This is an optimization exercise on Yosys and OpenROAD, whose aim is small area, a short achievable clock period and few clock cycles per item, not a production implementation. The RTL was checked by simulation tests, not by an equivalence proof against the original design. Power and IR drop assume default switching activity.

==> run a <==
// route_table_move_to_front
module route_table_move_to_front #(
   parameter int ENTRIES = 32
) (
   input  wire logic          clock,
   input  wire logic          reset,
   input  wire logic          req_tvalid,
   output logic               req_tready,
   input  wire logic [87:0]   req_tdata,
   input  wire logic [1:0]    req_tuser,    
   output logic               rsp_tvalid,
   input  wire logic          rsp_tready,
   output logic [47:0]        rsp_tdata,
   output logic [1:0]         rsp_tuser     
);
clock: 8.0 ns
lec_check: 0
abc_clock_period_in_ps: 3000
cap_margin: 20
core_margin: 2
core_utilization: 30
cts_cluster_diameter: 80
cts_cluster_size: 30
place_density: 0.45
setup_slack_margin: 4.5
slew_margin: 20
tns_end_percent: 5
run.sh (not shown) runs the stock make flow with config.mk's settings and CLKGATE_MAP_FILE= SYNTH_SCRIPT=/design/flow/synth_recipe.tcl, a recipe that flattens the netlist after the stock synthesis.
==> inputs of run b, as changes to run a <==
--- a/flow/design.v
+++ b/flow/design.v
@@ -54,23 +54,26 @@
    output logic [47:0]        rsp_tdata,
    output logic [1:0]         rsp_tuser     
 );
    localparam int N  = ENTRIES;
    localparam int EW = 86;
    logic               r_v, c_v, w_v;
+   logic               w_rd;             
+   logic               push;             
    logic               q0_v, q1_v, q2_v;
    logic               go, mv, c_free;
+   logic               rdy;
    logic               room;
    logic               pop;
-   assign go         = c_v && room;
+   assign go         = c_v && room && !w_rd;
    assign c_free     = !c_v || go;
    assign mv         = r_v && c_free;
-   assign req_tready = !r_v || !c_v || room;
+   assign push       = w_v && !w_rd;
    always_ff @(posedge clock) begin
       logic [2:0] n;
-      n = 3'(q0_v) + 3'(q1_v) + 3'(q2_v) + 3'(w_v) + 3'(go) - 3'(pop);
+      n = 3'(q0_v) + 3'(q1_v) + 3'(q2_v) + 3'(push) + 3'(go || w_rd) - 3'(pop);
       if (reset) begin
          room <= 1'b1;
       end else begin
          room <= (n <= 3'd2);
       end
    end
@@ -106,17 +109,17 @@
    logic [47:0]        c_hop;
    logic [N-1:0]       c_h;              
    logic               c_fix;            
    logic               c_fs;             
    logic               w_look, w_set, w_lookhit;
    logic               w_swap, w_del, w_app;    
-   logic [N-1:0]       w_pos;            
    logic [N-1:0]       w_sel;            
    logic [N-1:0]       w_wr;             
    logic [1:0]         w_st;
    logic [EW-1:0]      w_new;            
+   logic [EW-1:0]      sel_ent, bus_n, bus_0;
    logic [N-1:0]       rm, rx, rh, rh1;
    logic               rmv;
    logic [31:0]        w_mask, c_mask;
    logic               po, pc;           
    genvar e;
    generate
@@ -141,37 +144,50 @@
       pc = r_look ? pm : (pm && (r_plen == c_plen));
    end
    assign rmv = |(rh & w_sel);
    generate
       for (e = 0; e < N; e++) begin : g_fix_c
          if (e == 0) begin : g_0
-            assign rh1[e] = (w_swap || (w_del && w_pos[e])) ? rmv
-                          : ((w_app && w_pos[e]) ? po : rh[e]);
+            assign rh1[e] = (w_swap || (w_del && w_wr[e])) ? rmv
+                          : ((w_app && w_wr[e]) ? po : rh[e]);
          end else begin : g_n
-            assign rh1[e] = (w_swap && w_pos[e]) ? rh[0]
-                          : ((w_del && w_pos[e]) ? rmv
-                          : ((w_app && w_pos[e]) ? po : rh[e]));
+            assign rh1[e] = (w_swap && w_wr[e]) ? rh[0]
+                          : ((w_del && w_wr[e]) ? rmv
+                          : ((w_app && w_wr[e]) ? po : rh[e]));
          end
       end
    endgenerate
    logic [N-1:0]       h_cor;
    logic               cmv;
    logic [N-1:0]       hit_v, first, last, app, wr;
    logic               hit, full;
    logic               do_swap, do_del, do_app;
    logic [1:0]         res_st;
-   assign cmv = |(c_h & w_sel);
+   logic [N-1:0]       mod, base, po_b, gt;
+   logic               ins0, ins_hi, insv0, vi_ins;
+   assign cmv    = |(c_h & w_sel);
+   assign mod    = (c_fix && (w_swap || w_del || w_app)) ? w_wr : '0;
+   assign ins0   = (w_swap || w_del) ? cmv : c_fs;
+   assign ins_hi = w_swap ? c_h[0] : (w_del ? cmv : c_fs);
+   assign base   = vld_q & c_h & ~mod;
+   assign insv0  = vld_q[0] && mod[0] && ins0;
+   assign vi_ins = (|(mod[N-1:1] & vld_q[N-1:1])) && ins_hi;
    generate
       for (e = 0; e < N; e++) begin : g_fix_d
          if (e == 0) begin : g_0
-            assign h_cor[e] = (c_fix && (w_swap || (w_del && w_pos[e]))) ? cmv
-                            : ((c_fix && w_app && w_pos[e]) ? c_fs : c_h[e]);
+            assign h_cor[e] = mod[e] ? ins0 : c_h[e];
+            assign po_b[e]  = 1'b0;
+            assign gt[e]    = 1'b0;
          end else begin : g_n
-            assign h_cor[e] = (c_fix && w_swap && w_pos[e]) ? c_h[0]
-                            : ((c_fix && w_del && w_pos[e]) ? cmv
-                            : ((c_fix && w_app && w_pos[e]) ? c_fs : c_h[e]));
+            assign h_cor[e] = mod[e] ? ins_hi : c_h[e];
+            assign po_b[e]  = |base[e-1:0];
+            if (e == 1) begin : g_gt1
+               assign gt[e] = 1'b0;
+            end else begin : g_gtn
+               assign gt[e] = |mod[e-1:1];
+            end
          end
       end
    endgenerate
    assign full = vld_q[N-1];
    generate
       for (e = 0; e < N; e++) begin : g_hit
@@ -180,19 +196,20 @@
          if (e == 0) begin : g_first0
             assign first[e] = hit_v[e];
             assign app[e]   = !vld[e];
             assign wr[e]    = (c_look && hit) || ((c_del || c_set) && first[e])
                               || (c_set && app[e]);
          end else begin : g_firstn
-            assign first[e] = hit_v[e] && (hit_v[e-1:0] == '0);
+            assign first[e] = hit_v[e] && !po_b[e] && !insv0 && !(gt[e] && vi_ins);
             assign app[e]   = vld[e-1] && !vld[e];
-            assign wr[e]    = first[e] || (c_set && app[e]);
+            assign wr[e]    = ((c_look || c_del || c_set) && first[e])
+                              || (c_set && app[e]);
          end
       end
    endgenerate
-   assign hit     = |hit_v;
+   assign hit     = (|base) || insv0 || vi_ins;
    assign do_swap = c_look && hit && !first[0];
    assign do_del  = c_del && hit;
    assign do_app  = c_set && !hit && !full;
    always_comb begin
       res_st = rtmf_pkg::STATUS_MISS;
       if ((c_look || c_del || c_set) && hit) begin
@@ -231,47 +248,51 @@
          c_fix  <= 1'b0;
       end
    end
    always_ff @(posedge clock) begin
       if (reset) begin
          w_v    <= 1'b0;
+         w_rd   <= 1'b0;
          w_wr   <= '0;
          w_swap <= 1'b0;
          w_del  <= 1'b0;
          w_app  <= 1'b0;
-      end else begin
+      end else if (!w_rd) begin
          w_v    <= go;
+         w_rd   <= go && do_del;
          w_wr   <= go ? wr : '0;
          w_swap <= go && do_swap;
          w_del  <= go && do_del;
          w_app  <= go && do_app;
+      end else begin
+         w_rd   <= 1'b0;
       end
-      if (go) begin
+      if (!w_rd) begin
          w_look    <= c_look;
          w_set     <= c_set;
          w_lookhit <= c_look && hit;
-         w_pos     <= c_set ? app : first;
          w_sel     <= c_del ? last : first;
          w_st      <= res_st;
          w_new     <= {c_addr & c_mask, c_plen, c_hop};
+      end else begin
+         w_new     <= sel_ent;
       end
    end
-   logic [EW-1:0]      sel_ent, bus_n, bus_0;
    logic [49:0]        res;
    always_comb begin
       sel_ent = '0;
       for (int i = 0; i < N; i++) begin
          sel_ent = sel_ent | (ent[i] & {EW{w_sel[i]}});
       end
    end
-   assign bus_n = w_look ? ent[0] : (w_set ? w_new : sel_ent);
-   assign bus_0 = w_look ? sel_ent : bus_n;
+   assign bus_n = w_look ? ent[0] : w_new;
+   assign bus_0 = w_look ? sel_ent : w_new;
    generate
       for (e = 0; e < N; e++) begin : g_wr
          always_ff @(posedge clock) begin
-            if (w_wr[e]) begin
+            if (w_wr[e] && !w_rd) begin
                ent[e] <= (e == 0) ? bus_0 : bus_n;
             end
          end
       end
    endgenerate
    assign res = {w_st, sel_ent[47:0] & {48{w_lookhit}}};
@@ -280,18 +301,18 @@
    always_ff @(posedge clock) begin
       if (reset) begin
          q0_v <= 1'b0;
          q1_v <= 1'b0;
          q2_v <= 1'b0;
       end else if (pop || !q0_v) begin
-         q0_v <= q1_v || w_v;
-         q1_v <= q2_v || (q1_v && w_v);
-         q2_v <= q2_v && w_v;
+         q0_v <= q1_v || push;
+         q1_v <= q2_v || (q1_v && push);
+         q2_v <= q2_v && push;
       end else begin
-         q1_v <= q1_v || w_v;
-         q2_v <= q2_v || (q1_v && w_v);
+         q1_v <= q1_v || push;
+         q2_v <= q2_v || (q1_v && push);
       end
       if (pop || !q0_v) begin
          q0_d <= q1_v ? q1_d : res;
          q1_d <= q2_v ? q2_d : res;
          q2_d <= res;
       end else begin
@@ -303,8 +324,23 @@
          end
       end
    end
    assign rsp_tvalid = q0_v;
    assign rsp_tuser  = q0_d[49:48];
    assign rsp_tdata  = q0_d[47:0];
+   always_ff @(posedge clock) begin
+      logic r_v_n, c_v_n, w_rd_n, room_n;
+      logic [2:0] n;
+      n      = 3'(q0_v) + 3'(q1_v) + 3'(q2_v) + 3'(push) + 3'(go || w_rd) - 3'(pop);
+      r_v_n  = rdy ? req_tvalid : r_v;
+      c_v_n  = c_free ? r_v : c_v;
+      w_rd_n = !w_rd && go && do_del;
+      room_n = (n <= 3'd2);
+      if (reset) begin
+         rdy <= 1'b1;
+      end else begin
+         rdy <= !r_v_n || !c_v_n || (room_n && !w_rd_n);
+      end
+   end
+   assign req_tready = rdy;
 endmodule
 `default_nettype wire
Settings changed: ABC_AREA from default to 1, ABC_CLOCK_PERIOD_IN_PS 3000 to default, CAP_MARGIN 20 to 40, CORE_UTILIZATION 30 to 55, CTS_CLUSTER_DIAMETER 80 to 60, CTS_CLUSTER_SIZE 30 to 24, PLACE_DENSITY 0.45 to 0.7, SLEW_MARGIN 20 to 40, TNS_END_PERCENT 5 to 60.
==> inputs of run c, as changes to run a <==
--- a/flow/design.v
+++ b/flow/design.v
@@ -54,23 +54,26 @@
    output logic [47:0]        rsp_tdata,
    output logic [1:0]         rsp_tuser     
 );
    localparam int N  = ENTRIES;
    localparam int EW = 86;
    logic               r_v, c_v, w_v;
+   logic               w_rd;             
+   logic               push;             
    logic               q0_v, q1_v, q2_v;
    logic               go, mv, c_free;
    logic               room;
    logic               pop;
-   assign go         = c_v && room;
+   assign go         = c_v && room && !w_rd;
    assign c_free     = !c_v || go;
    assign mv         = r_v && c_free;
-   assign req_tready = !r_v || !c_v || room;
+   assign req_tready = !r_v || !c_v || (room && !w_rd);
+   assign push       = w_v && !w_rd;
    always_ff @(posedge clock) begin
       logic [2:0] n;
-      n = 3'(q0_v) + 3'(q1_v) + 3'(q2_v) + 3'(w_v) + 3'(go) - 3'(pop);
+      n = 3'(q0_v) + 3'(q1_v) + 3'(q2_v) + 3'(push) + 3'(go || w_rd) - 3'(pop);
       if (reset) begin
          room <= 1'b1;
       end else begin
          room <= (n <= 3'd2);
       end
    end
@@ -106,17 +109,17 @@
    logic [47:0]        c_hop;
    logic [N-1:0]       c_h;              
    logic               c_fix;            
    logic               c_fs;             
    logic               w_look, w_set, w_lookhit;
    logic               w_swap, w_del, w_app;    
-   logic [N-1:0]       w_pos;            
    logic [N-1:0]       w_sel;            
    logic [N-1:0]       w_wr;             
    logic [1:0]         w_st;
    logic [EW-1:0]      w_new;            
+   logic [EW-1:0]      sel_ent, bus_n, bus_0;
    logic [N-1:0]       rm, rx, rh, rh1;
    logic               rmv;
    logic [31:0]        w_mask, c_mask;
    logic               po, pc;           
    genvar e;
    generate
@@ -141,18 +144,18 @@
       pc = r_look ? pm : (pm && (r_plen == c_plen));
    end
    assign rmv = |(rh & w_sel);
    generate
       for (e = 0; e < N; e++) begin : g_fix_c
          if (e == 0) begin : g_0
-            assign rh1[e] = (w_swap || (w_del && w_pos[e])) ? rmv
-                          : ((w_app && w_pos[e]) ? po : rh[e]);
+            assign rh1[e] = (w_swap || (w_del && w_wr[e])) ? rmv
+                          : ((w_app && w_wr[e]) ? po : rh[e]);
          end else begin : g_n
-            assign rh1[e] = (w_swap && w_pos[e]) ? rh[0]
-                          : ((w_del && w_pos[e]) ? rmv
-                          : ((w_app && w_pos[e]) ? po : rh[e]));
+            assign rh1[e] = (w_swap && w_wr[e]) ? rh[0]
+                          : ((w_del && w_wr[e]) ? rmv
+                          : ((w_app && w_wr[e]) ? po : rh[e]));
          end
       end
    endgenerate
    logic [N-1:0]       h_cor;
    logic               cmv;
    logic [N-1:0]       hit_v, first, last, app, wr;
@@ -160,18 +163,18 @@
    logic               do_swap, do_del, do_app;
    logic [1:0]         res_st;
    assign cmv = |(c_h & w_sel);
    generate
       for (e = 0; e < N; e++) begin : g_fix_d
          if (e == 0) begin : g_0
-            assign h_cor[e] = (c_fix && (w_swap || (w_del && w_pos[e]))) ? cmv
-                            : ((c_fix && w_app && w_pos[e]) ? c_fs : c_h[e]);
+            assign h_cor[e] = (c_fix && (w_swap || (w_del && w_wr[e]))) ? cmv
+                            : ((c_fix && w_app && w_wr[e]) ? c_fs : c_h[e]);
          end else begin : g_n
-            assign h_cor[e] = (c_fix && w_swap && w_pos[e]) ? c_h[0]
-                            : ((c_fix && w_del && w_pos[e]) ? cmv
-                            : ((c_fix && w_app && w_pos[e]) ? c_fs : c_h[e]));
+            assign h_cor[e] = (c_fix && w_swap && w_wr[e]) ? c_h[0]
+                            : ((c_fix && w_del && w_wr[e]) ? cmv
+                            : ((c_fix && w_app && w_wr[e]) ? c_fs : c_h[e]));
          end
       end
    endgenerate
    assign full = vld_q[N-1];
    generate
       for (e = 0; e < N; e++) begin : g_hit
@@ -182,13 +185,14 @@
             assign app[e]   = !vld[e];
             assign wr[e]    = (c_look && hit) || ((c_del || c_set) && first[e])
                               || (c_set && app[e]);
          end else begin : g_firstn
             assign first[e] = hit_v[e] && (hit_v[e-1:0] == '0);
             assign app[e]   = vld[e-1] && !vld[e];
-            assign wr[e]    = first[e] || (c_set && app[e]);
+            assign wr[e]    = ((c_look || c_del || c_set) && first[e])
+                              || (c_set && app[e]);
          end
       end
    endgenerate
    assign hit     = |hit_v;
    assign do_swap = c_look && hit && !first[0];
    assign do_del  = c_del && hit;
@@ -231,47 +235,51 @@
          c_fix  <= 1'b0;
       end
    end
    always_ff @(posedge clock) begin
       if (reset) begin
          w_v    <= 1'b0;
+         w_rd   <= 1'b0;
          w_wr   <= '0;
          w_swap <= 1'b0;
          w_del  <= 1'b0;
          w_app  <= 1'b0;
-      end else begin
+      end else if (!w_rd) begin
          w_v    <= go;
+         w_rd   <= go && do_del;
          w_wr   <= go ? wr : '0;
          w_swap <= go && do_swap;
          w_del  <= go && do_del;
          w_app  <= go && do_app;
+      end else begin
+         w_rd   <= 1'b0;
       end
-      if (go) begin
+      if (!w_rd) begin
          w_look    <= c_look;
          w_set     <= c_set;
          w_lookhit <= c_look && hit;
-         w_pos     <= c_set ? app : first;
          w_sel     <= c_del ? last : first;
          w_st      <= res_st;
          w_new     <= {c_addr & c_mask, c_plen, c_hop};
+      end else begin
+         w_new     <= sel_ent;
       end
    end
-   logic [EW-1:0]      sel_ent, bus_n, bus_0;
    logic [49:0]        res;
    always_comb begin
       sel_ent = '0;
       for (int i = 0; i < N; i++) begin
          sel_ent = sel_ent | (ent[i] & {EW{w_sel[i]}});
       end
    end
-   assign bus_n = w_look ? ent[0] : (w_set ? w_new : sel_ent);
-   assign bus_0 = w_look ? sel_ent : bus_n;
+   assign bus_n = w_look ? ent[0] : w_new;
+   assign bus_0 = w_look ? sel_ent : w_new;
    generate
       for (e = 0; e < N; e++) begin : g_wr
          always_ff @(posedge clock) begin
-            if (w_wr[e]) begin
+            if (w_wr[e] && !w_rd) begin
                ent[e] <= (e == 0) ? bus_0 : bus_n;
             end
          end
       end
    endgenerate
    assign res = {w_st, sel_ent[47:0] & {48{w_lookhit}}};
@@ -280,18 +288,18 @@
    always_ff @(posedge clock) begin
       if (reset) begin
          q0_v <= 1'b0;
          q1_v <= 1'b0;
          q2_v <= 1'b0;
       end else if (pop || !q0_v) begin
-         q0_v <= q1_v || w_v;
-         q1_v <= q2_v || (q1_v && w_v);
-         q2_v <= q2_v && w_v;
+         q0_v <= q1_v || push;
+         q1_v <= q2_v || (q1_v && push);
+         q2_v <= q2_v && push;
       end else begin
-         q1_v <= q1_v || w_v;
-         q2_v <= q2_v || (q1_v && w_v);
+         q1_v <= q1_v || push;
+         q2_v <= q2_v || (q1_v && push);
       end
       if (pop || !q0_v) begin
          q0_d <= q1_v ? q1_d : res;
          q1_d <= q2_v ? q2_d : res;
          q2_d <= res;
       end else begin
Settings changed: ABC_AREA from default to 1, ABC_CLOCK_PERIOD_IN_PS 3000 to default, CAP_MARGIN 20 to 40, CORE_UTILIZATION 30 to 55, PLACE_DENSITY 0.45 to 0.7, SLEW_MARGIN 20 to 40, TNS_END_PERCENT 5 to 30.
==> notes <==
- Clock power: run a > run b > run c.
- In run c the die area is lower than in run a, by 44%.
- Between run c and run a, the lower final cell count is in run a (gap about 4%, measured against run a).
- Global-route usage, highest first: run b, run c, run a.
- Total power, lowest first: run c, run b, run a.
- Run b ran to the end with no violations. Run a ran to the end with violations: max-slew violations. Run c completed without violations.
==> figures <==
Setup Buffers After CTS: run a 211; run b 72; run c 127
Area fraction of the dominant cell type after synthesis: run a 62.6%; run b 58.5%; run c 58.6%
Fill cells: run a 48500; run b 22700; run c 22700
Power, Total: run a 36.8 mW; run b 35.4 mW; run c 33.2 mW
Run status: run a finished with violations; run b complete, no violations; run c complete, no violations
Reasons for failing layout checks: run a max-slew violations; run b -; run c -
Endpoint of the worst register-to-register path: run a ent[1713]$_DFFE_PP_; run b ent[56]$_DFFE_PP_; run c ent[74]$_DFFE_PP_
Fraction of final layout cells sized beyond drive strength 1: run a 17.1%; run b 10.1%; run c 9.82%
Global routing usage summed across all routing layers: run a 39.9%; run b 50.7%; run c 49.5%
Count of sequential standard cells: run a 3342; run b 3311; run c 3310
Util after Layout: run a 35.7%; run b 63.5%; run c 62.6%
Number of global-route vias before repair: run a 109000; run b 119000; run c 118000
Testbench counts of run a, summed over its fixed seeds: cycles 5,840, items 5,808.
Testbench counts of run b, summed over its fixed seeds: cycles 6,053, items 5,808.
Testbench counts of run c, summed over its fixed seeds: cycles 6,053, items 5,808.

## static timing again, ports no longer ideal
In the flow no input, the clock included, has a driving cell. The finished layouts below were timed again as built, in two steps.
Step 1 (the two cells are an assumption about what drives the block):
set clk [get_ports {clock}]
set_driving_cell -lib_cell sky130_fd_sc_hd__clkbuf_16 $clk
set_driving_cell -lib_cell sky130_fd_sc_hd__buf_2 [delete_from_list [all_inputs] $clk]
Step 2 also shifts input and output timing later by t, the mid clock arrival at the registers, as if the neighbouring blocks saw the same clock.
Slacks: no drivers / after step 1 / after step 2; pairs: no drivers / after step 1.
run | shift t [ns] | setup slack, ns | hold slack, ns | slew at the worst register clock pin (ns)
run a | 1.148 | 3.038 / 3.038 / 3.038 | 0.420 / 0.420 / 0.420 | 0.12 / 0.12
run b | 1.122 | 4.201 / 4.201 / 3.675 | 0.419 / 0.419 / 0.419 | 0.10 / 0.10
run c | 1.079 | 3.850 / 3.850 / 3.781 | 0.386 / 0.386 / 0.386 | 0.12 / 0.12
The setup slack of run b, which loses most, moves by 0.000 ns with the drivers and by -0.526 ns with both steps.
